Context: an optimization exercise on an open-source flow, tuned for small area, a short achievable clock period and few clock cycles per item. The choices shown serve that exercise and are no tape-out recipe.
At most, simulation tests tie the RTL to the original design; equivalence was not proved.
The RTL of run 2 was laid out without a check of its function.

## flow/design.v (module list and top-level ports; edited modules follow where they fit)
// module dds_sine_sample_generator: 1066 lines
module dds_sine_sample_generator (
    input  logic                  clk,
    input  logic                  rst_n,
    input  logic                  in_valid,
    output logic                  in_ready,
    input  logic                  restart,
    output logic                  out_valid,
    input  logic                  out_ready,
    output dds_pkg::code_t        sample,
    input  logic                  cfg_valid,
    output logic                  cfg_ready,
    input  logic [1:0]            cfg_index,
    input  logic [31:0]           cfg_data
);
  // ...
==> flow/flow/run.sh <==
#!/bin/bash
# The standard layout (the standard.sh) with changes to how it is made:
#  - after the standard synthesis, flow/fa_polarity.py removes inverter
#    pairs around full-adder cells (a full adder is self-dual, so an adder
#    whose inputs all arrive inverted can take the plain inputs and give
#    inverted outputs); the netlist's function and registers are unchanged;
#  - port buffers use a plain buffer cell instead of the delay cell the
#    resizer picks by default;
set -euo pipefail
run_std() {
  bash standard.sh \
  "SETUP_SLACK_MARGIN=7.75" \
  "BUFFER_PORTS_ARGS=-buffer_cell sky130_fd_sc_hd__buf_2" \
  "$@"
}
run_std synth > standard_synth.log 2>&1
R=orfs/results/${FLOW_PLATFORM}/dds_sine_sample_generator/base
python3 flow/fa_polarity.py $R/1_2_yosys.v $R/1_2_yosys_pol.v > fa_polarity.log 2>&1
cp $R/1_2_yosys.v $R/1_2_yosys_orig.v
mv $R/1_2_yosys_pol.v $R/1_2_yosys.v
rm -f $R/1_synth.odb $R/1_synth.sdc
run_std finish > standard_flow.log 2>&1
==> flow/flow/fa_polarity.py <==
#!/usr/bin/env python3
"""Push inverters through full-adder cells.

A full adder is self-dual: FA(~a, ~b, ~c) = (~sum, ~cout). Yosys's adder
extraction often leaves a full adder whose three inputs all come through
inverters and whose outputs feed inverters. This rewrites such an adder to
take the un-inverted nets, takes over the nets of inverters that re-invert
its outputs, adds an inverter only where an output still needs the old
polarity, and drops inverters left without loads. The netlist's function is
unchanged. Usage: fa_polarity.py IN.v OUT.v
"""
import re, sys, collections

src = open(sys.argv[1]).read()
mod_start = src.index('module ')
body_end = src.rindex('endmodule')

inst_re = re.compile(r'^(\s*)(sky130_fd_sc_hd__\w+)\s+(\S+)\s*\((.*?)\);\s*$', re.S | re.M)
pin_re = re.compile(r'\.(\w+)\(\s*(.*?)\s*\)\s*(?:,|$)', re.S)

cells = collections.OrderedDict()
order = []
for m in inst_re.finditer(src):
    typ, name, pins = m.group(2), m.group(3), m.group(4)
    pm = collections.OrderedDict()
    for p in pin_re.finditer(pins):
        pm[p.group(1)] = p.group(2).strip()
    cells[name] = {'type': typ, 'pins': pm, 'span': m.span(), 'indent': m.group(1)}
    order.append(name)

OUTS = {'X', 'Y', 'Q', 'Q_N', 'SUM', 'COUT', 'HI', 'LO'}
def is_inv(t): return re.match(r'sky130_fd_sc_hd__(inv|clkinv)_\d+$', t)
def is_fa(t): return re.match(r'sky130_fd_sc_hd__fa_\d+$', t)

port_nets = set()
for m in re.finditer(r'^\s*(input|output)\s+(\[\d+:\d+\]\s+)?(\S+);', src, re.M):
    rng, n = m.group(2), m.group(3)
    if rng:
        hi, lo = map(int, re.findall(r'\d+', rng))
        for i in range(min(hi, lo), max(hi, lo) + 1): port_nets.add(f'{n}[{i}]')
    port_nets.add(n)
assign_text = ' '.join(re.findall(r'^\s*assign\s+(.*?);', src, re.M))

def rebuild_maps():
    drv = {}; loads = collections.defaultdict(list)
    for n, c in cells.items():
        for p, net in c['pins'].items():
            if p in OUTS: drv[net] = (n, p)
            else: loads[net].append((n, p))
    return drv, loads

def pinned(net):
    return net in port_nets or net in assign_text

new_wires = []
cnt = [0]
def fresh():
    cnt[0] += 1
    n = f'_fapol{cnt[0]}_'
    new_wires.append(n)
    return n
new_cells = collections.OrderedDict()
icnt = [0]
def fresh_inst():
    icnt[0] += 1
    return f'_fapol_inv{icnt[0]}_'

changed = True
flips = 0
while changed:
    changed = False
    drv, loads = rebuild_maps()
    for name in list(cells):
        c = cells.get(name)
        if c is None or not is_fa(c['type']): continue
        ins = [c['pins'].get(p) for p in ('A', 'B', 'CIN')]
        srcs = [drv.get(n) for n in ins]
        inv_mask = [bool(s and is_inv(cells[s[0]]['type'])) for s in srcs]
        if sum(inv_mask) < 2: continue
        # gain estimate: input inverters that become dead, output inverters absorbed,
        # outputs that need a new inverter
        gain = -sum(1 for m in inv_mask if not m)
        inv_in = [s[0] for s, m in zip(srcs, inv_mask) if m]
        for iv in set(inv_in):
            y = cells[iv]['pins']['Y']
            if all(l[0] == name for l in loads[y]) and not pinned(y): gain += 1
        for op in ('SUM', 'COUT'):
            net = c['pins'].get(op)
            if net is None: continue
            ls = loads[net]
            invl = [l for l in ls if is_inv(cells[l[0]]['type']) and not pinned(cells[l[0]]['pins']['Y'])]
            other = len(ls) - len(invl) + (1 if pinned(net) else 0)
            gain += len(invl)
            if other: gain -= 1
        if gain <= 0: continue
        # apply
        for p, s_, m in zip(('A', 'B', 'CIN'), srcs, inv_mask):
            if m:
                c['pins'][p] = cells[s_[0]]['pins']['A']
            else:
                old = c['pins'][p]
                nn = fresh()
                iname = fresh_inst()
                cells[iname] = {'type': 'sky130_fd_sc_hd__inv_1',
                                'pins': collections.OrderedDict([('A', old), ('Y', nn)]),
                                'span': None, 'indent': '  '}
                c['pins'][p] = nn
        for op in ('SUM', 'COUT'):
            net = c['pins'].get(op)
            if net is None: continue
            ls = loads[net]
            nn = fresh()
            c['pins'][op] = nn           # nn carries ~old value
            keep_old = pinned(net)
            for (ln, lp) in ls:
                lc = cells[ln]
                if is_inv(lc['type']) and not pinned(lc['pins']['Y']):
                    y = lc['pins']['Y']
                    # every load of y now reads nn
                    for (mn, mp) in loads[y]:
                        if mn in cells: cells[mn]['pins'][mp] = nn
                    del cells[ln]
                else:
                    keep_old = True
            if keep_old:
                iname = fresh_inst()
                cells[iname] = {'type': 'sky130_fd_sc_hd__inv_1',
                                'pins': collections.OrderedDict([('A', nn), ('Y', net)]),
                                'span': None, 'indent': '  '}
        # drop input inverters left without loads
        drv, loads = rebuild_maps()
        for iv in set(inv_in):
            if iv in cells:
                y = cells[iv]['pins']['Y']
                if not loads[y] and not pinned(y): del cells[iv]
        flips += 1
        changed = True
        drv, loads = rebuild_maps()

# write out: replace original instance text, drop deleted, append new ones
def fmt(name, c):
    pins = ',\n'.join(f"    .{p}({n}{' ' if n.startswith(chr(92)) else ''})" for p, n in c['pins'].items())
    return f"  {c['type']} {name} (\n{pins}\n  );"
out = []
pos = 0
spans = []
for name in order:
    pass
parts = []
last = 0
orig = {}
for m in inst_re.finditer(src):
    orig[m.group(3)] = m.span()
items = sorted(orig.items(), key=lambda kv: kv[1][0])
for name, (a, b) in items:
    parts.append(src[last:a])
    if name in cells: parts.append(fmt(name, cells[name]))
    last = b
tail = src[last:]
text = ''.join(parts)
extra = ''.join(f"  wire {w};\n" for w in new_wires)
extra += '\n'.join(fmt(n, c) for n, c in cells.items() if c['span'] is None) + '\n'
i = tail.rindex('endmodule')
text += tail[:i] + extra + tail[i:]
# wires go anywhere in module scope in Verilog-2001
open(sys.argv[2], 'w').write(text)
ninv0 = sum(1 for m in inst_re.finditer(src) if is_inv(m.group(2)))
ninv1 = sum(1 for c in cells.values() if is_inv(c['type']))
print(f"fa_polarity: {flips} adders flipped, inverters {ninv0} -> {ninv1}")
==> flow/standard.sh <==
#!/bin/bash
# synth_recipe.tcl (not shown) runs the flow's synth.tcl, then flattens the netlist and writes it again
# the make line also repeats each setting of config.mk as NAME=value (left out here)
make -C /OpenROAD-flow-scripts/flow DESIGN_CONFIG=/design/flow/config.mk WORK_HOME=/design/flow/orfs CLKGATE_MAP_FILE= SYNTH_SCRIPT=/design/flow/synth_recipe.tcl "${@:-finish}"
==> flow/config.mk <==
export PLATFORM = sky130hd
export DESIGN_NAME = dds_sine_sample_generator
export DESIGN_NICKNAME = dds_sine_sample_generator
export VERILOG_FILES = /design/flow/design.v
export SDC_FILE = /design/flow/constraint.sdc
export NUM_CORES = 4
export LEC_CHECK = 0
export CAP_MARGIN = 20
export CORE_MARGIN = 2
export CORE_UTILIZATION = 40
export SLEW_MARGIN = 20
==> flow/constraint.sdc <==
create_clock -name core_clock -period 11.0 [get_ports {clk}]
set_input_delay 2.2000 -clock core_clock [delete_from_list [all_inputs] [get_ports {clk}]]
set_output_delay 2.2000 -clock core_clock [all_outputs]
set_load 0.01 [all_outputs]
==> impl_metrics.csv, run 1 <==
group,metric,value,unit
worst_setup_path,cp-start-kind,"flop",
placement,placed_cell_area,17800,um2
timing,drv_slew,0,
synthesis,synth.avg_cell_area,10.7,um2
worst_setup_path,path_buf_inv,1,
worst_setup_path,cp_slowest_stage_delay,0.56,ns
run,drv_cap,0,
clock_network,cts_sinks,233,
route,wl,39100,um
timing,hold_slack,0.487,ns
placement,gp_congestion,0.874,
worst_setup_path,cp-startpoint,"sine1_reg[8]",
global_route,top_usage_layer,"met2",
finish,drive_gt1_frac,0.214,
outcome,outcome,"complete, no violations",
floorplan,die_x,210,um
finish,design.seq.count,233,
hold_path,min_path_type,"reg2reg",
worst_setup_path,r2r_end,"row2b_reg[16]",
finish,clkbuf_count,37,
placement,portBuffers,53,
timing,finalSetupViolations,0,
floorplan,core_area,41900,um2
finish,fin_area,19700,um2
hold_path,worstHoldPathCells,2,
clock_network,post_cts_resized,25,
worst_setup_path,critical_path.slowest_cell,"fa_2",
finish,stdcell_count,2268,
clock_network,clk_pin_slew,0.06,ns
global_route,met2_usage,0.298,
clock_network,clock-root-buffer,"clkbuf_16",
finish,final_core_util,0.470,
global_route,use_met1,0.240,
timing,finalWorstSetupSlack,7.60,ns
route,wl_met2,18500,um
floorplan,placementRows,75,
finish,multi_input_area,9910,um2
Testbench counts, summed over its fixed seeds: cycles 16,016, items 16,000.
==> run 2, diff against run 1 <==
--- a/flow/design.v
+++ b/flow/design.v
@@ -35,17 +35,18 @@
     logic [31:0] acc_sum;
     logic        in_ready_reg, in_busy_reg, in_fire;
     logic        v1_reg, v2_reg, v3_reg;
     logic        en1, en2, en3;
     logic [11:0] sine1_reg, lo1_reg;
     logic [5:0]  neg1_reg, one1_reg, two1_reg;
     logic        top1_reg;
     logic [23:0] row2a_reg, row2b_reg;
-    logic [23:0] x3_reg;
+    logic [11:0] xh3_reg;
+    logic        c3_reg;
     logic [11:0] head_reg, tail_reg;
     logic        head_v_reg, tail_v_reg;
     logic [11:0] rom_val, sine_next, lo_next, span_next;
     logic [23:0] row_a, row_b;
     logic [23:0] x_sum;
     logic [11:0] res;
     logic        wr, rd;
     logic        v1_next, v2_next, v3_next, head_v_next, tail_v_next;
@@ -789,23 +790,28 @@
         begin
             row2a_reg <= row_a;
             row2b_reg <= row_b;
         end
     end
     logic xs_g0_0, xs_p0_0, xs_g0_1, xs_p0_1, xs_g0_2, xs_p0_2, xs_g0_3, xs_p0_3, xs_g0_4, xs_p0_4, xs_g0_5, xs_p0_5, xs_g0_6, xs_p0_6, xs_g0_7, xs_p0_7;
     logic xs_g0_8, xs_p0_8, xs_g0_9, xs_p0_9, xs_g0_10, xs_p0_10, xs_g0_11, xs_p0_11, xs_g0_12, xs_p0_12, xs_g0_13, xs_p0_13, xs_g0_14, xs_p0_14, xs_g0_15, xs_p0_15;
     logic xs_g0_16, xs_p0_16, xs_g0_17, xs_p0_17, xs_g0_18, xs_p0_18, xs_g0_19, xs_p0_19, xs_g0_20, xs_p0_20, xs_g0_21, xs_p0_21, xs_g0_22, xs_p0_22, xs_g0_23, xs_p0_23;
-    logic xs_G0_1, xs_P0_1, xs_G0_3, xs_P0_3, xs_G0_5, xs_P0_5, xs_G0_7, xs_P0_7, xs_G0_9, xs_P0_9, xs_G0_11, xs_P0_11, xs_G0_13, xs_P0_13, xs_G0_15, xs_P0_15;
-    logic xs_G0_17, xs_P0_17, xs_G0_19, xs_P0_19, xs_G0_21, xs_P0_21, xs_G0_23, xs_P0_23, xs_G1_2, xs_P1_2, xs_G1_3, xs_P1_3, xs_G1_6, xs_P1_6, xs_G1_7, xs_P1_7;
-    logic xs_G1_10, xs_P1_10, xs_G1_11, xs_P1_11, xs_G1_14, xs_P1_14, xs_G1_15, xs_P1_15, xs_G1_18, xs_P1_18, xs_G1_19, xs_P1_19, xs_G1_22, xs_P1_22, xs_G1_23, xs_P1_23;
-    logic xs_G2_4, xs_P2_4, xs_G2_5, xs_P2_5, xs_G2_6, xs_P2_6, xs_G2_7, xs_P2_7, xs_G2_12, xs_P2_12, xs_G2_13, xs_P2_13, xs_G2_14, xs_P2_14, xs_G2_15, xs_P2_15;
-    logic xs_G2_20, xs_P2_20, xs_G2_21, xs_P2_21, xs_G2_22, xs_P2_22, xs_G2_23, xs_P2_23, xs_G3_8, xs_P3_8, xs_G3_9, xs_P3_9, xs_G3_10, xs_P3_10, xs_G3_11, xs_P3_11;
-    logic xs_G3_12, xs_P3_12, xs_G3_13, xs_P3_13, xs_G3_14, xs_P3_14, xs_G3_15, xs_P3_15, xs_G4_16, xs_P4_16, xs_G4_17, xs_P4_17, xs_G4_18, xs_P4_18, xs_G4_19, xs_P4_19;
-    logic xs_G4_20, xs_P4_20, xs_G4_21, xs_P4_21, xs_G4_22, xs_P4_22, xs_G4_23, xs_P4_23;
+    logic xs_G0_1, xs_P0_1, xs_G0_2, xs_P0_2, xs_G0_3, xs_P0_3, xs_G0_4, xs_P0_4, xs_G0_5, xs_P0_5, xs_G0_6, xs_P0_6, xs_G0_7, xs_P0_7, xs_G0_8, xs_P0_8;
+    logic xs_G0_9, xs_P0_9, xs_G0_10, xs_P0_10, xs_G0_11, xs_P0_11, xs_G0_12, xs_P0_12, xs_G0_13, xs_P0_13, xs_G0_14, xs_P0_14, xs_G0_15, xs_P0_15, xs_G0_16, xs_P0_16;
+    logic xs_G0_17, xs_P0_17, xs_G0_18, xs_P0_18, xs_G0_19, xs_P0_19, xs_G0_20, xs_P0_20, xs_G0_21, xs_P0_21, xs_G0_22, xs_P0_22, xs_G0_23, xs_P0_23, xs_G1_2, xs_P1_2;
+    logic xs_G1_3, xs_P1_3, xs_G1_4, xs_P1_4, xs_G1_5, xs_P1_5, xs_G1_6, xs_P1_6, xs_G1_7, xs_P1_7, xs_G1_8, xs_P1_8, xs_G1_9, xs_P1_9, xs_G1_10, xs_P1_10;
+    logic xs_G1_11, xs_P1_11, xs_G1_12, xs_P1_12, xs_G1_13, xs_P1_13, xs_G1_14, xs_P1_14, xs_G1_15, xs_P1_15, xs_G1_16, xs_P1_16, xs_G1_17, xs_P1_17, xs_G1_18, xs_P1_18;
+    logic xs_G1_19, xs_P1_19, xs_G1_20, xs_P1_20, xs_G1_21, xs_P1_21, xs_G1_22, xs_P1_22, xs_G1_23, xs_P1_23, xs_G2_4, xs_P2_4, xs_G2_5, xs_P2_5, xs_G2_6, xs_P2_6;
+    logic xs_G2_7, xs_P2_7, xs_G2_8, xs_P2_8, xs_G2_9, xs_P2_9, xs_G2_10, xs_P2_10, xs_G2_11, xs_P2_11, xs_G2_12, xs_P2_12, xs_G2_13, xs_P2_13, xs_G2_14, xs_P2_14;
+    logic xs_G2_15, xs_P2_15, xs_G2_16, xs_P2_16, xs_G2_17, xs_P2_17, xs_G2_18, xs_P2_18, xs_G2_19, xs_P2_19, xs_G2_20, xs_P2_20, xs_G2_21, xs_P2_21, xs_G2_22, xs_P2_22;
+    logic xs_G2_23, xs_P2_23, xs_G3_8, xs_P3_8, xs_G3_9, xs_P3_9, xs_G3_10, xs_P3_10, xs_G3_11, xs_P3_11, xs_G3_12, xs_P3_12, xs_G3_13, xs_P3_13, xs_G3_14, xs_P3_14;
+    logic xs_G3_15, xs_P3_15, xs_G3_16, xs_P3_16, xs_G3_17, xs_P3_17, xs_G3_18, xs_P3_18, xs_G3_19, xs_P3_19, xs_G3_20, xs_P3_20, xs_G3_21, xs_P3_21, xs_G3_22, xs_P3_22;
+    logic xs_G3_23, xs_P3_23, xs_G4_16, xs_P4_16, xs_G4_17, xs_P4_17, xs_G4_18, xs_P4_18, xs_G4_19, xs_P4_19, xs_G4_20, xs_P4_20, xs_G4_21, xs_P4_21, xs_G4_22, xs_P4_22;
+    logic xs_G4_23, xs_P4_23;
     assign xs_g0_0 = row2a_reg[0]&row2b_reg[0];
     assign xs_p0_0 = row2a_reg[0]^row2b_reg[0];
     assign xs_g0_1 = row2a_reg[1]&row2b_reg[1];
     assign xs_p0_1 = row2a_reg[1]^row2b_reg[1];
     assign xs_g0_2 = row2a_reg[2]&row2b_reg[2];
     assign xs_p0_2 = row2a_reg[2]^row2b_reg[2];
     assign xs_g0_3 = row2a_reg[3]&row2b_reg[3];
     assign xs_p0_3 = row2a_reg[3]^row2b_reg[3];
@@ -846,118 +852,192 @@
     assign xs_g0_21 = row2a_reg[21]&row2b_reg[21];
     assign xs_p0_21 = row2a_reg[21]^row2b_reg[21];
     assign xs_g0_22 = row2a_reg[22]&row2b_reg[22];
     assign xs_p0_22 = row2a_reg[22]^row2b_reg[22];
     assign xs_g0_23 = row2a_reg[23]&row2b_reg[23];
     assign xs_p0_23 = row2a_reg[23]^row2b_reg[23];
     assign xs_G0_1 = xs_g0_1|(xs_p0_1&xs_g0_0);
     assign xs_P0_1 = xs_p0_1&xs_p0_0;
+    assign xs_G0_2 = xs_g0_2|(xs_p0_2&xs_g0_1);
+    assign xs_P0_2 = xs_p0_2&xs_p0_1;
     assign xs_G0_3 = xs_g0_3|(xs_p0_3&xs_g0_2);
     assign xs_P0_3 = xs_p0_3&xs_p0_2;
+    assign xs_G0_4 = xs_g0_4|(xs_p0_4&xs_g0_3);
+    assign xs_P0_4 = xs_p0_4&xs_p0_3;
     assign xs_G0_5 = xs_g0_5|(xs_p0_5&xs_g0_4);
     assign xs_P0_5 = xs_p0_5&xs_p0_4;
+    assign xs_G0_6 = xs_g0_6|(xs_p0_6&xs_g0_5);
+    assign xs_P0_6 = xs_p0_6&xs_p0_5;
     assign xs_G0_7 = xs_g0_7|(xs_p0_7&xs_g0_6);
     assign xs_P0_7 = xs_p0_7&xs_p0_6;
+    assign xs_G0_8 = xs_g0_8|(xs_p0_8&xs_g0_7);
+    assign xs_P0_8 = xs_p0_8&xs_p0_7;
     assign xs_G0_9 = xs_g0_9|(xs_p0_9&xs_g0_8);
     assign xs_P0_9 = xs_p0_9&xs_p0_8;
+    assign xs_G0_10 = xs_g0_10|(xs_p0_10&xs_g0_9);
+    assign xs_P0_10 = xs_p0_10&xs_p0_9;
     assign xs_G0_11 = xs_g0_11|(xs_p0_11&xs_g0_10);
     assign xs_P0_11 = xs_p0_11&xs_p0_10;
+    assign xs_G0_12 = xs_g0_12|(xs_p0_12&xs_g0_11);
+    assign xs_P0_12 = xs_p0_12&xs_p0_11;
     assign xs_G0_13 = xs_g0_13|(xs_p0_13&xs_g0_12);
     assign xs_P0_13 = xs_p0_13&xs_p0_12;
+    assign xs_G0_14 = xs_g0_14|(xs_p0_14&xs_g0_13);
+    assign xs_P0_14 = xs_p0_14&xs_p0_13;
     assign xs_G0_15 = xs_g0_15|(xs_p0_15&xs_g0_14);
     assign xs_P0_15 = xs_p0_15&xs_p0_14;
+    assign xs_G0_16 = xs_g0_16|(xs_p0_16&xs_g0_15);
+    assign xs_P0_16 = xs_p0_16&xs_p0_15;
     assign xs_G0_17 = xs_g0_17|(xs_p0_17&xs_g0_16);
     assign xs_P0_17 = xs_p0_17&xs_p0_16;
+    assign xs_G0_18 = xs_g0_18|(xs_p0_18&xs_g0_17);
+    assign xs_P0_18 = xs_p0_18&xs_p0_17;
     assign xs_G0_19 = xs_g0_19|(xs_p0_19&xs_g0_18);
     assign xs_P0_19 = xs_p0_19&xs_p0_18;
+    assign xs_G0_20 = xs_g0_20|(xs_p0_20&xs_g0_19);
+    assign xs_P0_20 = xs_p0_20&xs_p0_19;
     assign xs_G0_21 = xs_g0_21|(xs_p0_21&xs_g0_20);
     assign xs_P0_21 = xs_p0_21&xs_p0_20;
+    assign xs_G0_22 = xs_g0_22|(xs_p0_22&xs_g0_21);
+    assign xs_P0_22 = xs_p0_22&xs_p0_21;
     assign xs_G0_23 = xs_g0_23|(xs_p0_23&xs_g0_22);
     assign xs_P0_23 = xs_p0_23&xs_p0_22;
-    assign xs_G1_2 = xs_g0_2|(xs_p0_2&xs_G0_1);
-    assign xs_P1_2 = xs_p0_2&xs_P0_1;
+    assign xs_G1_2 = xs_G0_2|(xs_P0_2&xs_g0_0);
+    assign xs_P1_2 = xs_P0_2&xs_p0_0;
     assign xs_G1_3 = xs_G0_3|(xs_P0_3&xs_G0_1);
     assign xs_P1_3 = xs_P0_3&xs_P0_1;
-    assign xs_G1_6 = xs_g0_6|(xs_p0_6&xs_G0_5);
-    assign xs_P1_6 = xs_p0_6&xs_P0_5;
+    assign xs_G1_4 = xs_G0_4|(xs_P0_4&xs_G0_2);
+    assign xs_P1_4 = xs_P0_4&xs_P0_2;
+    assign xs_G1_5 = xs_G0_5|(xs_P0_5&xs_G0_3);
+    assign xs_P1_5 = xs_P0_5&xs_P0_3;
+    assign xs_G1_6 = xs_G0_6|(xs_P0_6&xs_G0_4);
+    assign xs_P1_6 = xs_P0_6&xs_P0_4;
     assign xs_G1_7 = xs_G0_7|(xs_P0_7&xs_G0_5);
     assign xs_P1_7 = xs_P0_7&xs_P0_5;
-    assign xs_G1_10 = xs_g0_10|(xs_p0_10&xs_G0_9);
-    assign xs_P1_10 = xs_p0_10&xs_P0_9;
+    assign xs_G1_8 = xs_G0_8|(xs_P0_8&xs_G0_6);
+    assign xs_P1_8 = xs_P0_8&xs_P0_6;
+    assign xs_G1_9 = xs_G0_9|(xs_P0_9&xs_G0_7);
+    assign xs_P1_9 = xs_P0_9&xs_P0_7;
+    assign xs_G1_10 = xs_G0_10|(xs_P0_10&xs_G0_8);
+    assign xs_P1_10 = xs_P0_10&xs_P0_8;
     assign xs_G1_11 = xs_G0_11|(xs_P0_11&xs_G0_9);
     assign xs_P1_11 = xs_P0_11&xs_P0_9;
-    assign xs_G1_14 = xs_g0_14|(xs_p0_14&xs_G0_13);
-    assign xs_P1_14 = xs_p0_14&xs_P0_13;
+    assign xs_G1_12 = xs_G0_12|(xs_P0_12&xs_G0_10);
+    assign xs_P1_12 = xs_P0_12&xs_P0_10;
+    assign xs_G1_13 = xs_G0_13|(xs_P0_13&xs_G0_11);
+    assign xs_P1_13 = xs_P0_13&xs_P0_11;
+    assign xs_G1_14 = xs_G0_14|(xs_P0_14&xs_G0_12);
+    assign xs_P1_14 = xs_P0_14&xs_P0_12;
     assign xs_G1_15 = xs_G0_15|(xs_P0_15&xs_G0_13);
     assign xs_P1_15 = xs_P0_15&xs_P0_13;
-    assign xs_G1_18 = xs_g0_18|(xs_p0_18&xs_G0_17);
-    assign xs_P1_18 = xs_p0_18&xs_P0_17;
+    assign xs_G1_16 = xs_G0_16|(xs_P0_16&xs_G0_14);
+    assign xs_P1_16 = xs_P0_16&xs_P0_14;
+    assign xs_G1_17 = xs_G0_17|(xs_P0_17&xs_G0_15);
+    assign xs_P1_17 = xs_P0_17&xs_P0_15;
+    assign xs_G1_18 = xs_G0_18|(xs_P0_18&xs_G0_16);
+    assign xs_P1_18 = xs_P0_18&xs_P0_16;
     assign xs_G1_19 = xs_G0_19|(xs_P0_19&xs_G0_17);
     assign xs_P1_19 = xs_P0_19&xs_P0_17;
-    assign xs_G1_22 = xs_g0_22|(xs_p0_22&xs_G0_21);
-    assign xs_P1_22 = xs_p0_22&xs_P0_21;
+    assign xs_G1_20 = xs_G0_20|(xs_P0_20&xs_G0_18);
+    assign xs_P1_20 = xs_P0_20&xs_P0_18;
+    assign xs_G1_21 = xs_G0_21|(xs_P0_21&xs_G0_19);
+    assign xs_P1_21 = xs_P0_21&xs_P0_19;
+    assign xs_G1_22 = xs_G0_22|(xs_P0_22&xs_G0_20);
+    assign xs_P1_22 = xs_P0_22&xs_P0_20;
     assign xs_G1_23 = xs_G0_23|(xs_P0_23&xs_G0_21);
     assign xs_P1_23 = xs_P0_23&xs_P0_21;
-    assign xs_G2_4 = xs_g0_4|(xs_p0_4&xs_G1_3);
-    assign xs_P2_4 = xs_p0_4&xs_P1_3;
-    assign xs_G2_5 = xs_G0_5|(xs_P0_5&xs_G1_3);
-    assign xs_P2_5 = xs_P0_5&xs_P1_3;
-    assign xs_G2_6 = xs_G1_6|(xs_P1_6&xs_G1_3);
-    assign xs_P2_6 = xs_P1_6&xs_P1_3;
+    assign xs_G2_4 = xs_G1_4|(xs_P1_4&xs_g0_0);
+    assign xs_P2_4 = xs_P1_4&xs_p0_0;
+    assign xs_G2_5 = xs_G1_5|(xs_P1_5&xs_G0_1);
+    assign xs_P2_5 = xs_P1_5&xs_P0_1;
+    assign xs_G2_6 = xs_G1_6|(xs_P1_6&xs_G1_2);
+    assign xs_P2_6 = xs_P1_6&xs_P1_2;
     assign xs_G2_7 = xs_G1_7|(xs_P1_7&xs_G1_3);
     assign xs_P2_7 = xs_P1_7&xs_P1_3;
-    assign xs_G2_12 = xs_g0_12|(xs_p0_12&xs_G1_11);
-    assign xs_P2_12 = xs_p0_12&xs_P1_11;
-    assign xs_G2_13 = xs_G0_13|(xs_P0_13&xs_G1_11);
-    assign xs_P2_13 = xs_P0_13&xs_P1_11;
-    assign xs_G2_14 = xs_G1_14|(xs_P1_14&xs_G1_11);
-    assign xs_P2_14 = xs_P1_14&xs_P1_11;
+    assign xs_G2_8 = xs_G1_8|(xs_P1_8&xs_G1_4);
+    assign xs_P2_8 = xs_P1_8&xs_P1_4;
+    assign xs_G2_9 = xs_G1_9|(xs_P1_9&xs_G1_5);
+    assign xs_P2_9 = xs_P1_9&xs_P1_5;
+    assign xs_G2_10 = xs_G1_10|(xs_P1_10&xs_G1_6);
+    assign xs_P2_10 = xs_P1_10&xs_P1_6;
+    assign xs_G2_11 = xs_G1_11|(xs_P1_11&xs_G1_7);
+    assign xs_P2_11 = xs_P1_11&xs_P1_7;
+    assign xs_G2_12 = xs_G1_12|(xs_P1_12&xs_G1_8);
+    assign xs_P2_12 = xs_P1_12&xs_P1_8;
+    assign xs_G2_13 = xs_G1_13|(xs_P1_13&xs_G1_9);
+    assign xs_P2_13 = xs_P1_13&xs_P1_9;
+    assign xs_G2_14 = xs_G1_14|(xs_P1_14&xs_G1_10);
+    assign xs_P2_14 = xs_P1_14&xs_P1_10;
     assign xs_G2_15 = xs_G1_15|(xs_P1_15&xs_G1_11);
     assign xs_P2_15 = xs_P1_15&xs_P1_11;
-    assign xs_G2_20 = xs_g0_20|(xs_p0_20&xs_G1_19);
-    assign xs_P2_20 = xs_p0_20&xs_P1_19;
-    assign xs_G2_21 = xs_G0_21|(xs_P0_21&xs_G1_19);
-    assign xs_P2_21 = xs_P0_21&xs_P1_19;
-    assign xs_G2_22 = xs_G1_22|(xs_P1_22&xs_G1_19);
-    assign xs_P2_22 = xs_P1_22&xs_P1_19;
+    assign xs_G2_16 = xs_G1_16|(xs_P1_16&xs_G1_12);
+    assign xs_P2_16 = xs_P1_16&xs_P1_12;
+    assign xs_G2_17 = xs_G1_17|(xs_P1_17&xs_G1_13);
+    assign xs_P2_17 = xs_P1_17&xs_P1_13;
+    assign xs_G2_18 = xs_G1_18|(xs_P1_18&xs_G1_14);
+    assign xs_P2_18 = xs_P1_18&xs_P1_14;
+    assign xs_G2_19 = xs_G1_19|(xs_P1_19&xs_G1_15);
+    assign xs_P2_19 = xs_P1_19&xs_P1_15;
+    assign xs_G2_20 = xs_G1_20|(xs_P1_20&xs_G1_16);
+    assign xs_P2_20 = xs_P1_20&xs_P1_16;
+    assign xs_G2_21 = xs_G1_21|(xs_P1_21&xs_G1_17);
+    assign xs_P2_21 = xs_P1_21&xs_P1_17;
+    assign xs_G2_22 = xs_G1_22|(xs_P1_22&xs_G1_18);
+    assign xs_P2_22 = xs_P1_22&xs_P1_18;
     assign xs_G2_23 = xs_G1_23|(xs_P1_23&xs_G1_19);
     assign xs_P2_23 = xs_P1_23&xs_P1_19;
-    assign xs_G3_8 = xs_g0_8|(xs_p0_8&xs_G2_7);
-    assign xs_P3_8 = xs_p0_8&xs_P2_7;
-    assign xs_G3_9 = xs_G0_9|(xs_P0_9&xs_G2_7);
-    assign xs_P3_9 = xs_P0_9&xs_P2_7;
-    assign xs_G3_10 = xs_G1_10|(xs_P1_10&xs_G2_7);
-    assign xs_P3_10 = xs_P1_10&xs_P2_7;
-    assign xs_G3_11 = xs_G1_11|(xs_P1_11&xs_G2_7);
-    assign xs_P3_11 = xs_P1_11&xs_P2_7;
-    assign xs_G3_12 = xs_G2_12|(xs_P2_12&xs_G2_7);
-    assign xs_P3_12 = xs_P2_12&xs_P2_7;
-    assign xs_G3_13 = xs_G2_13|(xs_P2_13&xs_G2_7);
-    assign xs_P3_13 = xs_P2_13&xs_P2_7;
-    assign xs_G3_14 = xs_G2_14|(xs_P2_14&xs_G2_7);
-    assign xs_P3_14 = xs_P2_14&xs_P2_7;
+    assign xs_G3_8 = xs_G2_8|(xs_P2_8&xs_g0_0);
+    assign xs_P3_8 = xs_P2_8&xs_p0_0;
+    assign xs_G3_9 = xs_G2_9|(xs_P2_9&xs_G0_1);
+    assign xs_P3_9 = xs_P2_9&xs_P0_1;
+    assign xs_G3_10 = xs_G2_10|(xs_P2_10&xs_G1_2);
+    assign xs_P3_10 = xs_P2_10&xs_P1_2;
+    assign xs_G3_11 = xs_G2_11|(xs_P2_11&xs_G1_3);
+    assign xs_P3_11 = xs_P2_11&xs_P1_3;
+    assign xs_G3_12 = xs_G2_12|(xs_P2_12&xs_G2_4);
+    assign xs_P3_12 = xs_P2_12&xs_P2_4;
+    assign xs_G3_13 = xs_G2_13|(xs_P2_13&xs_G2_5);
+    assign xs_P3_13 = xs_P2_13&xs_P2_5;
+    assign xs_G3_14 = xs_G2_14|(xs_P2_14&xs_G2_6);
+    assign xs_P3_14 = xs_P2_14&xs_P2_6;
     assign xs_G3_15 = xs_G2_15|(xs_P2_15&xs_G2_7);
     assign xs_P3_15 = xs_P2_15&xs_P2_7;
-    assign xs_G4_16 = xs_g0_16|(xs_p0_16&xs_G3_15);
-    assign xs_P4_16 = xs_p0_16&xs_P3_15;
-    assign xs_G4_17 = xs_G0_17|(xs_P0_17&xs_G3_15);
-    assign xs_P4_17 = xs_P0_17&xs_P3_15;
-    assign xs_G4_18 = xs_G1_18|(xs_P1_18&xs_G3_15);
-    assign xs_P4_18 = xs_P1_18&xs_P3_15;
-    assign xs_G4_19 = xs_G1_19|(xs_P1_19&xs_G3_15);
-    assign xs_P4_19 = xs_P1_19&xs_P3_15;
-    assign xs_G4_20 = xs_G2_20|(xs_P2_20&xs_G3_15);
-    assign xs_P4_20 = xs_P2_20&xs_P3_15;
-    assign xs_G4_21 = xs_G2_21|(xs_P2_21&xs_G3_15);
-    assign xs_P4_21 = xs_P2_21&xs_P3_15;
-    assign xs_G4_22 = xs_G2_22|(xs_P2_22&xs_G3_15);
-    assign xs_P4_22 = xs_P2_22&xs_P3_15;
-    assign xs_G4_23 = xs_G2_23|(xs_P2_23&xs_G3_15);
-    assign xs_P4_23 = xs_P2_23&xs_P3_15;
+    assign xs_G3_16 = xs_G2_16|(xs_P2_16&xs_G2_8);
+    assign xs_P3_16 = xs_P2_16&xs_P2_8;
+    assign xs_G3_17 = xs_G2_17|(xs_P2_17&xs_G2_9);
+    assign xs_P3_17 = xs_P2_17&xs_P2_9;
+    assign xs_G3_18 = xs_G2_18|(xs_P2_18&xs_G2_10);
+    assign xs_P3_18 = xs_P2_18&xs_P2_10;
+    assign xs_G3_19 = xs_G2_19|(xs_P2_19&xs_G2_11);
+    assign xs_P3_19 = xs_P2_19&xs_P2_11;
+    assign xs_G3_20 = xs_G2_20|(xs_P2_20&xs_G2_12);
+    assign xs_P3_20 = xs_P2_20&xs_P2_12;
+    assign xs_G3_21 = xs_G2_21|(xs_P2_21&xs_G2_13);
+    assign xs_P3_21 = xs_P2_21&xs_P2_13;
+    assign xs_G3_22 = xs_G2_22|(xs_P2_22&xs_G2_14);
+    assign xs_P3_22 = xs_P2_22&xs_P2_14;
+    assign xs_G3_23 = xs_G2_23|(xs_P2_23&xs_G2_15);
+    assign xs_P3_23 = xs_P2_23&xs_P2_15;
+    assign xs_G4_16 = xs_G3_16|(xs_P3_16&xs_g0_0);
+    assign xs_P4_16 = xs_P3_16&xs_p0_0;
+    assign xs_G4_17 = xs_G3_17|(xs_P3_17&xs_G0_1);
+    assign xs_P4_17 = xs_P3_17&xs_P0_1;
+    assign xs_G4_18 = xs_G3_18|(xs_P3_18&xs_G1_2);
+    assign xs_P4_18 = xs_P3_18&xs_P1_2;
+    assign xs_G4_19 = xs_G3_19|(xs_P3_19&xs_G1_3);
+    assign xs_P4_19 = xs_P3_19&xs_P1_3;
+    assign xs_G4_20 = xs_G3_20|(xs_P3_20&xs_G2_4);
+    assign xs_P4_20 = xs_P3_20&xs_P2_4;
+    assign xs_G4_21 = xs_G3_21|(xs_P3_21&xs_G2_5);
+    assign xs_P4_21 = xs_P3_21&xs_P2_5;
+    assign xs_G4_22 = xs_G3_22|(xs_P3_22&xs_G2_6);
+    assign xs_P4_22 = xs_P3_22&xs_P2_6;
+    assign xs_G4_23 = xs_G3_23|(xs_P3_23&xs_G2_7);
+    assign xs_P4_23 = xs_P3_23&xs_P2_7;
     assign x_sum[0] = xs_p0_0;
     assign x_sum[1] = xs_p0_1^xs_g0_0;
     assign x_sum[2] = xs_p0_2^xs_G0_1;
     assign x_sum[3] = xs_p0_3^xs_G1_2;
     assign x_sum[4] = xs_p0_4^xs_G1_3;
     assign x_sum[5] = xs_p0_5^xs_G2_4;
     assign x_sum[6] = xs_p0_6^xs_G2_5;
     assign x_sum[7] = xs_p0_7^xs_G2_6;
@@ -972,109 +1052,137 @@
     assign x_sum[16] = xs_p0_16^xs_G3_15;
     assign x_sum[17] = xs_p0_17^xs_G4_16;
     assign x_sum[18] = xs_p0_18^xs_G4_17;
     assign x_sum[19] = xs_p0_19^xs_G4_18;
     assign x_sum[20] = xs_p0_20^xs_G4_19;
     assign x_sum[21] = xs_p0_21^xs_G4_20;
     assign x_sum[22] = xs_p0_22^xs_G4_21;
     assign x_sum[23] = xs_p0_23^xs_G4_22;
-    always_ff @(posedge clk)
-    begin
-        if (en3)
-            x3_reg <= x_sum;
-    end
     logic        quo_c;
-    logic [11:0] x_hi_dec;
     logic [11:0] cc_unused;
     logic cc_g0_0, cc_p0_0, cc_g0_1, cc_p0_1, cc_g0_2, cc_p0_2, cc_g0_3, cc_p0_3, cc_g0_4, cc_p0_4, cc_g0_5, cc_p0_5, cc_g0_6, cc_p0_6, cc_g0_7, cc_p0_7;
-    logic cc_g0_8, cc_p0_8, cc_g0_9, cc_p0_9, cc_g0_10, cc_p0_10, cc_g0_11, cc_p0_11, cc_gc, cc_G0_1, cc_P0_1, cc_G0_3, cc_P0_3, cc_G0_5, cc_P0_5, cc_G0_7;
-    logic cc_P0_7, cc_G0_9, cc_P0_9, cc_G0_11, cc_P0_11, cc_G1_2, cc_P1_2, cc_G1_3, cc_P1_3, cc_G1_6, cc_P1_6, cc_G1_7, cc_P1_7, cc_G1_10, cc_P1_10, cc_G1_11;
-    logic cc_P1_11, cc_G2_4, cc_P2_4, cc_G2_5, cc_P2_5, cc_G2_6, cc_P2_6, cc_G2_7, cc_P2_7, cc_G3_8, cc_P3_8, cc_G3_9, cc_P3_9, cc_G3_10, cc_P3_10, cc_G3_11;
-    logic cc_P3_11;
-    assign cc_g0_0 = x3_reg[0]&x3_reg[12];
-    assign cc_p0_0 = x3_reg[0]^x3_reg[12];
-    assign cc_g0_1 = x3_reg[1]&x3_reg[13];
-    assign cc_p0_1 = x3_reg[1]^x3_reg[13];
-    assign cc_g0_2 = x3_reg[2]&x3_reg[14];
-    assign cc_p0_2 = x3_reg[2]^x3_reg[14];
-    assign cc_g0_3 = x3_reg[3]&x3_reg[15];
-    assign cc_p0_3 = x3_reg[3]^x3_reg[15];
-    assign cc_g0_4 = x3_reg[4]&x3_reg[16];
-    assign cc_p0_4 = x3_reg[4]^x3_reg[16];
-    assign cc_g0_5 = x3_reg[5]&x3_reg[17];
-    assign cc_p0_5 = x3_reg[5]^x3_reg[17];
-    assign cc_g0_6 = x3_reg[6]&x3_reg[18];
-    assign cc_p0_6 = x3_reg[6]^x3_reg[18];
-    assign cc_g0_7 = x3_reg[7]&x3_reg[19];
-    assign cc_p0_7 = x3_reg[7]^x3_reg[19];
-    assign cc_g0_8 = x3_reg[8]&x3_reg[20];
-    assign cc_p0_8 = x3_reg[8]^x3_reg[20];
-    assign cc_g0_9 = x3_reg[9]&x3_reg[21];
-    assign cc_p0_9 = x3_reg[9]^x3_reg[21];
-    assign cc_g0_10 = x3_reg[10]&x3_reg[22];
-    assign cc_p0_10 = x3_reg[10]^x3_reg[22];
-    assign cc_g0_11 = x3_reg[11]&x3_reg[23];
-    assign cc_p0_11 = x3_reg[11]^x3_reg[23];
+    logic cc_g0_8, cc_p0_8, cc_g0_9, cc_p0_9, cc_g0_10, cc_p0_10, cc_g0_11, cc_p0_11, cc_gc, cc_G0_1, cc_P0_1, cc_G0_2, cc_P0_2, cc_G0_3, cc_P0_3, cc_G0_4;
+    logic cc_P0_4, cc_G0_5, cc_P0_5, cc_G0_6, cc_P0_6, cc_G0_7, cc_P0_7, cc_G0_8, cc_P0_8, cc_G0_9, cc_P0_9, cc_G0_10, cc_P0_10, cc_G0_11, cc_P0_11, cc_G1_2;
+    logic cc_P1_2, cc_G1_3, cc_P1_3, cc_G1_4, cc_P1_4, cc_G1_5, cc_P1_5, cc_G1_6, cc_P1_6, cc_G1_7, cc_P1_7, cc_G1_8, cc_P1_8, cc_G1_9, cc_P1_9, cc_G1_10;
+    logic cc_P1_10, cc_G1_11, cc_P1_11, cc_G2_4, cc_P2_4, cc_G2_5, cc_P2_5, cc_G2_6, cc_P2_6, cc_G2_7, cc_P2_7, cc_G2_8, cc_P2_8, cc_G2_9, cc_P2_9, cc_G2_10;
+    logic cc_P2_10, cc_G2_11, cc_P2_11, cc_G3_8, cc_P3_8, cc_G3_9, cc_P3_9, cc_G3_10, cc_P3_10, cc_G3_11, cc_P3_11;
+    assign cc_g0_0 = x_sum[0]&x_sum[12];
+    assign cc_p0_0 = x_sum[0]^x_sum[12];
+    assign cc_g0_1 = x_sum[1]&x_sum[13];
+    assign cc_p0_1 = x_sum[1]^x_sum[13];
+    assign cc_g0_2 = x_sum[2]&x_sum[14];
+    assign cc_p0_2 = x_sum[2]^x_sum[14];
+    assign cc_g0_3 = x_sum[3]&x_sum[15];
+    assign cc_p0_3 = x_sum[3]^x_sum[15];
+    assign cc_g0_4 = x_sum[4]&x_sum[16];
+    assign cc_p0_4 = x_sum[4]^x_sum[16];
+    assign cc_g0_5 = x_sum[5]&x_sum[17];
+    assign cc_p0_5 = x_sum[5]^x_sum[17];
+    assign cc_g0_6 = x_sum[6]&x_sum[18];
+    assign cc_p0_6 = x_sum[6]^x_sum[18];
+    assign cc_g0_7 = x_sum[7]&x_sum[19];
+    assign cc_p0_7 = x_sum[7]^x_sum[19];
+    assign cc_g0_8 = x_sum[8]&x_sum[20];
+    assign cc_p0_8 = x_sum[8]^x_sum[20];
+    assign cc_g0_9 = x_sum[9]&x_sum[21];
+    assign cc_p0_9 = x_sum[9]^x_sum[21];
+    assign cc_g0_10 = x_sum[10]&x_sum[22];
+    assign cc_p0_10 = x_sum[10]^x_sum[22];
+    assign cc_g0_11 = x_sum[11]&x_sum[23];
+    assign cc_p0_11 = x_sum[11]^x_sum[23];
     assign cc_gc = cc_g0_0|(cc_p0_0&1'b1);
     assign cc_G0_1 = cc_g0_1|(cc_p0_1&cc_gc);
     assign cc_P0_1 = cc_p0_1&cc_p0_0;
+    assign cc_G0_2 = cc_g0_2|(cc_p0_2&cc_g0_1);
+    assign cc_P0_2 = cc_p0_2&cc_p0_1;
     assign cc_G0_3 = cc_g0_3|(cc_p0_3&cc_g0_2);
     assign cc_P0_3 = cc_p0_3&cc_p0_2;
+    assign cc_G0_4 = cc_g0_4|(cc_p0_4&cc_g0_3);
+    assign cc_P0_4 = cc_p0_4&cc_p0_3;
     assign cc_G0_5 = cc_g0_5|(cc_p0_5&cc_g0_4);
     assign cc_P0_5 = cc_p0_5&cc_p0_4;
+    assign cc_G0_6 = cc_g0_6|(cc_p0_6&cc_g0_5);
+    assign cc_P0_6 = cc_p0_6&cc_p0_5;
     assign cc_G0_7 = cc_g0_7|(cc_p0_7&cc_g0_6);
     assign cc_P0_7 = cc_p0_7&cc_p0_6;
+    assign cc_G0_8 = cc_g0_8|(cc_p0_8&cc_g0_7);
+    assign cc_P0_8 = cc_p0_8&cc_p0_7;
     assign cc_G0_9 = cc_g0_9|(cc_p0_9&cc_g0_8);
     assign cc_P0_9 = cc_p0_9&cc_p0_8;
+    assign cc_G0_10 = cc_g0_10|(cc_p0_10&cc_g0_9);
+    assign cc_P0_10 = cc_p0_10&cc_p0_9;
     assign cc_G0_11 = cc_g0_11|(cc_p0_11&cc_g0_10);
     assign cc_P0_11 = cc_p0_11&cc_p0_10;
-    assign cc_G1_2 = cc_g0_2|(cc_p0_2&cc_G0_1);
-    assign cc_P1_2 = cc_p0_2&cc_P0_1;
+    assign cc_G1_2 = cc_G0_2|(cc_P0_2&cc_gc);
+    assign cc_P1_2 = cc_P0_2&cc_p0_0;
     assign cc_G1_3 = cc_G0_3|(cc_P0_3&cc_G0_1);
     assign cc_P1_3 = cc_P0_3&cc_P0_1;
-    assign cc_G1_6 = cc_g0_6|(cc_p0_6&cc_G0_5);
-    assign cc_P1_6 = cc_p0_6&cc_P0_5;
+    assign cc_G1_4 = cc_G0_4|(cc_P0_4&cc_G0_2);
+    assign cc_P1_4 = cc_P0_4&cc_P0_2;
+    assign cc_G1_5 = cc_G0_5|(cc_P0_5&cc_G0_3);
+    assign cc_P1_5 = cc_P0_5&cc_P0_3;
+    assign cc_G1_6 = cc_G0_6|(cc_P0_6&cc_G0_4);
+    assign cc_P1_6 = cc_P0_6&cc_P0_4;
     assign cc_G1_7 = cc_G0_7|(cc_P0_7&cc_G0_5);
     assign cc_P1_7 = cc_P0_7&cc_P0_5;
-    assign cc_G1_10 = cc_g0_10|(cc_p0_10&cc_G0_9);
-    assign cc_P1_10 = cc_p0_10&cc_P0_9;
+    assign cc_G1_8 = cc_G0_8|(cc_P0_8&cc_G0_6);
+    assign cc_P1_8 = cc_P0_8&cc_P0_6;
+    assign cc_G1_9 = cc_G0_9|(cc_P0_9&cc_G0_7);
+    assign cc_P1_9 = cc_P0_9&cc_P0_7;
+    assign cc_G1_10 = cc_G0_10|(cc_P0_10&cc_G0_8);
+    assign cc_P1_10 = cc_P0_10&cc_P0_8;
     assign cc_G1_11 = cc_G0_11|(cc_P0_11&cc_G0_9);
     assign cc_P1_11 = cc_P0_11&cc_P0_9;
-    assign cc_G2_4 = cc_g0_4|(cc_p0_4&cc_G1_3);
-    assign cc_P2_4 = cc_p0_4&cc_P1_3;
-    assign cc_G2_5 = cc_G0_5|(cc_P0_5&cc_G1_3);
-    assign cc_P2_5 = cc_P0_5&cc_P1_3;
-    assign cc_G2_6 = cc_G1_6|(cc_P1_6&cc_G1_3);
-    assign cc_P2_6 = cc_P1_6&cc_P1_3;
+    assign cc_G2_4 = cc_G1_4|(cc_P1_4&cc_gc);
+    assign cc_P2_4 = cc_P1_4&cc_p0_0;
+    assign cc_G2_5 = cc_G1_5|(cc_P1_5&cc_G0_1);
+    assign cc_P2_5 = cc_P1_5&cc_P0_1;
+    assign cc_G2_6 = cc_G1_6|(cc_P1_6&cc_G1_2);
+    assign cc_P2_6 = cc_P1_6&cc_P1_2;
     assign cc_G2_7 = cc_G1_7|(cc_P1_7&cc_G1_3);
     assign cc_P2_7 = cc_P1_7&cc_P1_3;
-    assign cc_G3_8 = cc_g0_8|(cc_p0_8&cc_G2_7);
-    assign cc_P3_8 = cc_p0_8&cc_P2_7;
-    assign cc_G3_9 = cc_G0_9|(cc_P0_9&cc_G2_7);
-    assign cc_P3_9 = cc_P0_9&cc_P2_7;
-    assign cc_G3_10 = cc_G1_10|(cc_P1_10&cc_G2_7);
-    assign cc_P3_10 = cc_P1_10&cc_P2_7;
-    assign cc_G3_11 = cc_G1_11|(cc_P1_11&cc_G2_7);
-    assign cc_P3_11 = cc_P1_11&cc_P2_7;
+    assign cc_G2_8 = cc_G1_8|(cc_P1_8&cc_G1_4);
+    assign cc_P2_8 = cc_P1_8&cc_P1_4;
+    assign cc_G2_9 = cc_G1_9|(cc_P1_9&cc_G1_5);
+    assign cc_P2_9 = cc_P1_9&cc_P1_5;
+    assign cc_G2_10 = cc_G1_10|(cc_P1_10&cc_G1_6);
+    assign cc_P2_10 = cc_P1_10&cc_P1_6;
+    assign cc_G2_11 = cc_G1_11|(cc_P1_11&cc_G1_7);
+    assign cc_P2_11 = cc_P1_11&cc_P1_7;
+    assign cc_G3_8 = cc_G2_8|(cc_P2_8&cc_gc);
+    assign cc_P3_8 = cc_P2_8&cc_p0_0;
+    assign cc_G3_9 = cc_G2_9|(cc_P2_9&cc_G0_1);
+    assign cc_P3_9 = cc_P2_9&cc_P0_1;
+    assign cc_G3_10 = cc_G2_10|(cc_P2_10&cc_G1_2);
+    assign cc_P3_10 = cc_P2_10&cc_P1_2;
+    assign cc_G3_11 = cc_G2_11|(cc_P2_11&cc_G1_3);
+    assign cc_P3_11 = cc_P2_11&cc_P1_3;
     assign cc_unused[0] = cc_p0_0^1'b1;
     assign cc_unused[1] = cc_p0_1^cc_gc;
     assign cc_unused[2] = cc_p0_2^cc_G0_1;
     assign cc_unused[3] = cc_p0_3^cc_G1_2;
     assign cc_unused[4] = cc_p0_4^cc_G1_3;
     assign cc_unused[5] = cc_p0_5^cc_G2_4;
     assign cc_unused[6] = cc_p0_6^cc_G2_5;
     assign cc_unused[7] = cc_p0_7^cc_G2_6;
     assign cc_unused[8] = cc_p0_8^cc_G2_7;
     assign cc_unused[9] = cc_p0_9^cc_G3_8;
     assign cc_unused[10] = cc_p0_10^cc_G3_9;
     assign cc_unused[11] = cc_p0_11^cc_G3_10;
     assign quo_c = cc_G3_11;
-    assign x_hi_dec = x3_reg[23:12] - 12'd1;
-    assign res = quo_c ? x3_reg[23:12] : x_hi_dec;
+    always_ff @(posedge clk)
+    begin
+        if (en3)
+        begin
+            xh3_reg <= x_sum[23:12];
+            c3_reg  <= quo_c;
+        end
+    end
+    assign res = c3_reg ? xh3_reg : xh3_reg - 12'd1;
     always_ff @(posedge clk)
     begin
         if (wr)
             tail_reg <= res;
         if (~head_v_reg | out_ready)
             head_reg <= tail_v_reg ? tail_reg : res;
     end
     assign out_valid = head_v_reg;
--- a/flow/flow/run.sh
+++ b/flow/flow/run.sh
@@ -4,17 +4,17 @@
 #    pairs around full-adder cells (a full adder is self-dual, so an adder
 #    whose inputs all arrive inverted can take the plain inputs and give
 #    inverted outputs); the netlist's function and registers are unchanged;
 #  - port buffers use a plain buffer cell instead of the delay cell the
 #    resizer picks by default;
 set -euo pipefail
 run_std() {
   bash standard.sh \
-  "SETUP_SLACK_MARGIN=7.75" \
+  "SETUP_SLACK_MARGIN=7.6" \
   "BUFFER_PORTS_ARGS=-buffer_cell sky130_fd_sc_hd__buf_2" \
   "$@"
 }
 run_std synth > standard_synth.log 2>&1
 R=orfs/results/${FLOW_PLATFORM}/dds_sine_sample_generator/base
 python3 flow/fa_polarity.py $R/1_2_yosys.v $R/1_2_yosys_pol.v > fa_polarity.log 2>&1
 cp $R/1_2_yosys.v $R/1_2_yosys_orig.v
 mv $R/1_2_yosys_pol.v $R/1_2_yosys.v
==> impl_metrics.csv, run 2 <==
group,metric,value,unit
outcome,outcome,"complete, no violations",
finish,final_cell_mix,"140 x inv_1, 127 x edfxtp_1, 122 x ha_1",
global_route,grt_pass1_wl,63600,um
finish,nets,1966,
worst_setup_path,r2r_setup_slack,7.34,ns
clock_network,clk_pin_slew,0.06,ns
hold_path,hp-start,"phase_acc_reg[17]",
clock_network,cts_buffer_depth,3,
floorplan,ios,55,
worst_setup_path,critPathTopFamily,"compound AO/OA/AOI/OAI gates",
timing,max_freq,273,MHz
worst_setup_path,cp_slowest_stage_delay,0.42,ns
floorplan,die-area,43700,um2
worst_setup_path,reg2reg_depth,14,
route,vias,12200,
worst_setup_path,r2r_end,"c3_reg",
timing,period_share,0.333,
worst_setup_path,required,11.26,ns
route,postRouteAntennaNets,0,
timing,rsz0062_at_grt,"true",
timing,tightest_slew,0.987,ns
global_route,grt_max_degree,79,
global_route,grt_pass1_vias,12100,
global_route,overflow,0,
worst_setup_path,cp_cell_sequence,"ha_4 > o31a_4 > a311o_2 > o221ai_4 > o21ai_2 > or4_1 > and3_4 > a311oi_2 > xnor2_1 > ha_1 > nand4_1 > nor2_1 > a21oi_1 > o2111ai_1",
clock_network,cts_sinks,222,
placement,detailed_place_hpwl,28100,um
finish,stdcell_count,2271,
timing,drv_slew,0,
route,wl,39200,um
placement,gp_congestion,0.919,
floorplan,start_util,0.403,
synthesis,syn_inst,1599,
hold_path,hold-path-endpoint,"phase_acc_reg[17]",
route,avgViaCountPerCell,5.37,
worst_setup_path,cp-start-kind,"flop",
worst_setup_path,rr_startpoint,"row2a_reg[5]",
floorplan,placementRows,75,
synthesis,yosysWarningCount,1,
synthesis,syn-num-nets,1854,
finish,layout_commonest_cell,"inv_1",
run,drv_cap,0,
hold_path,min_path_type,"reg2reg",
timing,finalSetupViolations,0,
floorplan,dieHeight,209,um
worst_setup_path,critPathKind,"reg2reg",
finish,fillers,3852,
placement,portBuffers,53,
clock_network,clock_latency,0.57,ns
finish,seqCellArea,6210,um2
clock_network,cts_inserted_buffers,26,
route,wl_per_cell,17.3,um
finish,drive_gt1_frac,0.210,
placement,dp_cells,2127,
worst_setup_path,path_max_fanout,3,
synthesis,synth.avg_cell_area,10.5,um2
timing,fin_crit,3.66,ns
clock_network,clock-root-buffer,"clkbuf_16",
worst_setup_path,path_buf_inv,0,
synthesis,synthesis.area,16800,um2
floorplan,core_area,41800,um2
route,firstDrtPassIters,5,
timing,worst_clock_skew,0.0453,ns
timing,report.final.hold_viol_count,0,
worst_setup_path,cp-end-kind,"flop",
finish,multi_input_area,10100,um2
hold_path,worstHoldPathCells,2,
global_route,grt_use_total,0.178,
clock_network,cts_tree,"done",
clock_network,htree_levels,1,
worst_setup_path,cp.arrival,3.92,ns
route,drtIter0Drc,882,
finish,area_growth,16.7,%
timing,slew-limit-headroom,0.340,
floorplan,die_x,209,um
timing,setup_tns,0,ns
global_route,antenna_found_initial,1,
route,drc,0,
worst_setup_path,critical_path.slowest_cell,"edfxtp_1",
==> run 2: final cells by class <==
type	instances	share of cell area
Clock inverter	13	0.0107
Multi-Input combinational cell	1154	0.514
Timing Repair Buffer	158	0.0570
Sequential cell	222	0.316
Antenna cell	1	0.000128
Tap cell	539	0.0344
Inverter	149	0.0287
Clock buffer	35	0.0383
==> run 2: worst register-to-register path: cells and delay by family, from the launching register on <==
kind | cells | cell delay (ns)
and+or+nand+nor | 4 | 0.75
AOI/OAI and AO/OA | 7 | 1.48
adders and majority gates | 2 | 0.56
DFF | 1 | 0.42
xor gates and xnor gates | 1 | 0.18
==> run 2: metrics by stage <==
stage	hold slack, ns	area (um2)	util	worst slack, ns
after floorplan	0.450	16900	-	7.50
after global placement	0.471	17600	0.421	7.22
after detailed placement	0.478	17600	0.422	7.14
after CTS	0.492	19100	0.458	7.32
after global routing	0.518	19600	0.470	7.13
final	0.488	19600	0.470	7.34
==> run 2: how the worst max path moves through the flow <==
stage | start | endpoint | slack, ns | depth (start not counted)
floorplan | row2b_reg[5] | c3_reg | 7.50 | 14
global placement | row2a_reg[1] | c3_reg | 7.22 | 14
detailed placement | row2a_reg[0] | c3_reg | 7.14 | 14
CTS | row2a_reg[5] | c3_reg | 7.32 | 14
global route | row2a_reg[1] | c3_reg | 7.13 | 14
finish | row2a_reg[5] | c3_reg | 7.34 | 14
==> run 2: timing repair <==
item | CTS | global route
pin swaps | 9 | 26
setup buffers | 51 | 43
hold buffers | 0 | 0
gates resized for setup | 17 | 41
cloned | 1 | 0
endpoints found under the setup margin | 37 | 23
==> run 2: per-layer routing <==
metal / routed length, um / global-route usage
met5: 11 / 0
met4: 1490 / 0.0653
met3: 1650 / 0.0242
met2: 18500 / 0.297
met1: 17500 / 0.238

==> port drivers added, routing unchanged <==
In the flow no input, the clock included, has a driving cell. The finished layouts below were timed again as built, in two steps.
Step 1: set_driving_cell puts a clkbuf_16 on clk and a buf_2 on each other input, an assumption about the parent block.
Step 2 also shifts input and output timing later by t, the mid clock arrival at the registers, as if the neighbouring blocks saw the same clock.
a / b / c = ideal / step 1 / step 2; a / b = the first two.
| run | t, ns | slack for setup (ns) | clock arrival spread, ns |
|---|---|---|---|
| run 1 | 0.601 | 7.599 / 7.599 / 7.487 | 0.027 / 0.027 |
| run 2 | 0.600 | 7.336 / 7.336 / 7.265 | 0.048 / 0.048 |
After both steps setup and hold are still met in every run listed. The setup slack of run 1, which loses most, moves by 0.000 ns with the drivers and by -0.112 ns with both steps.
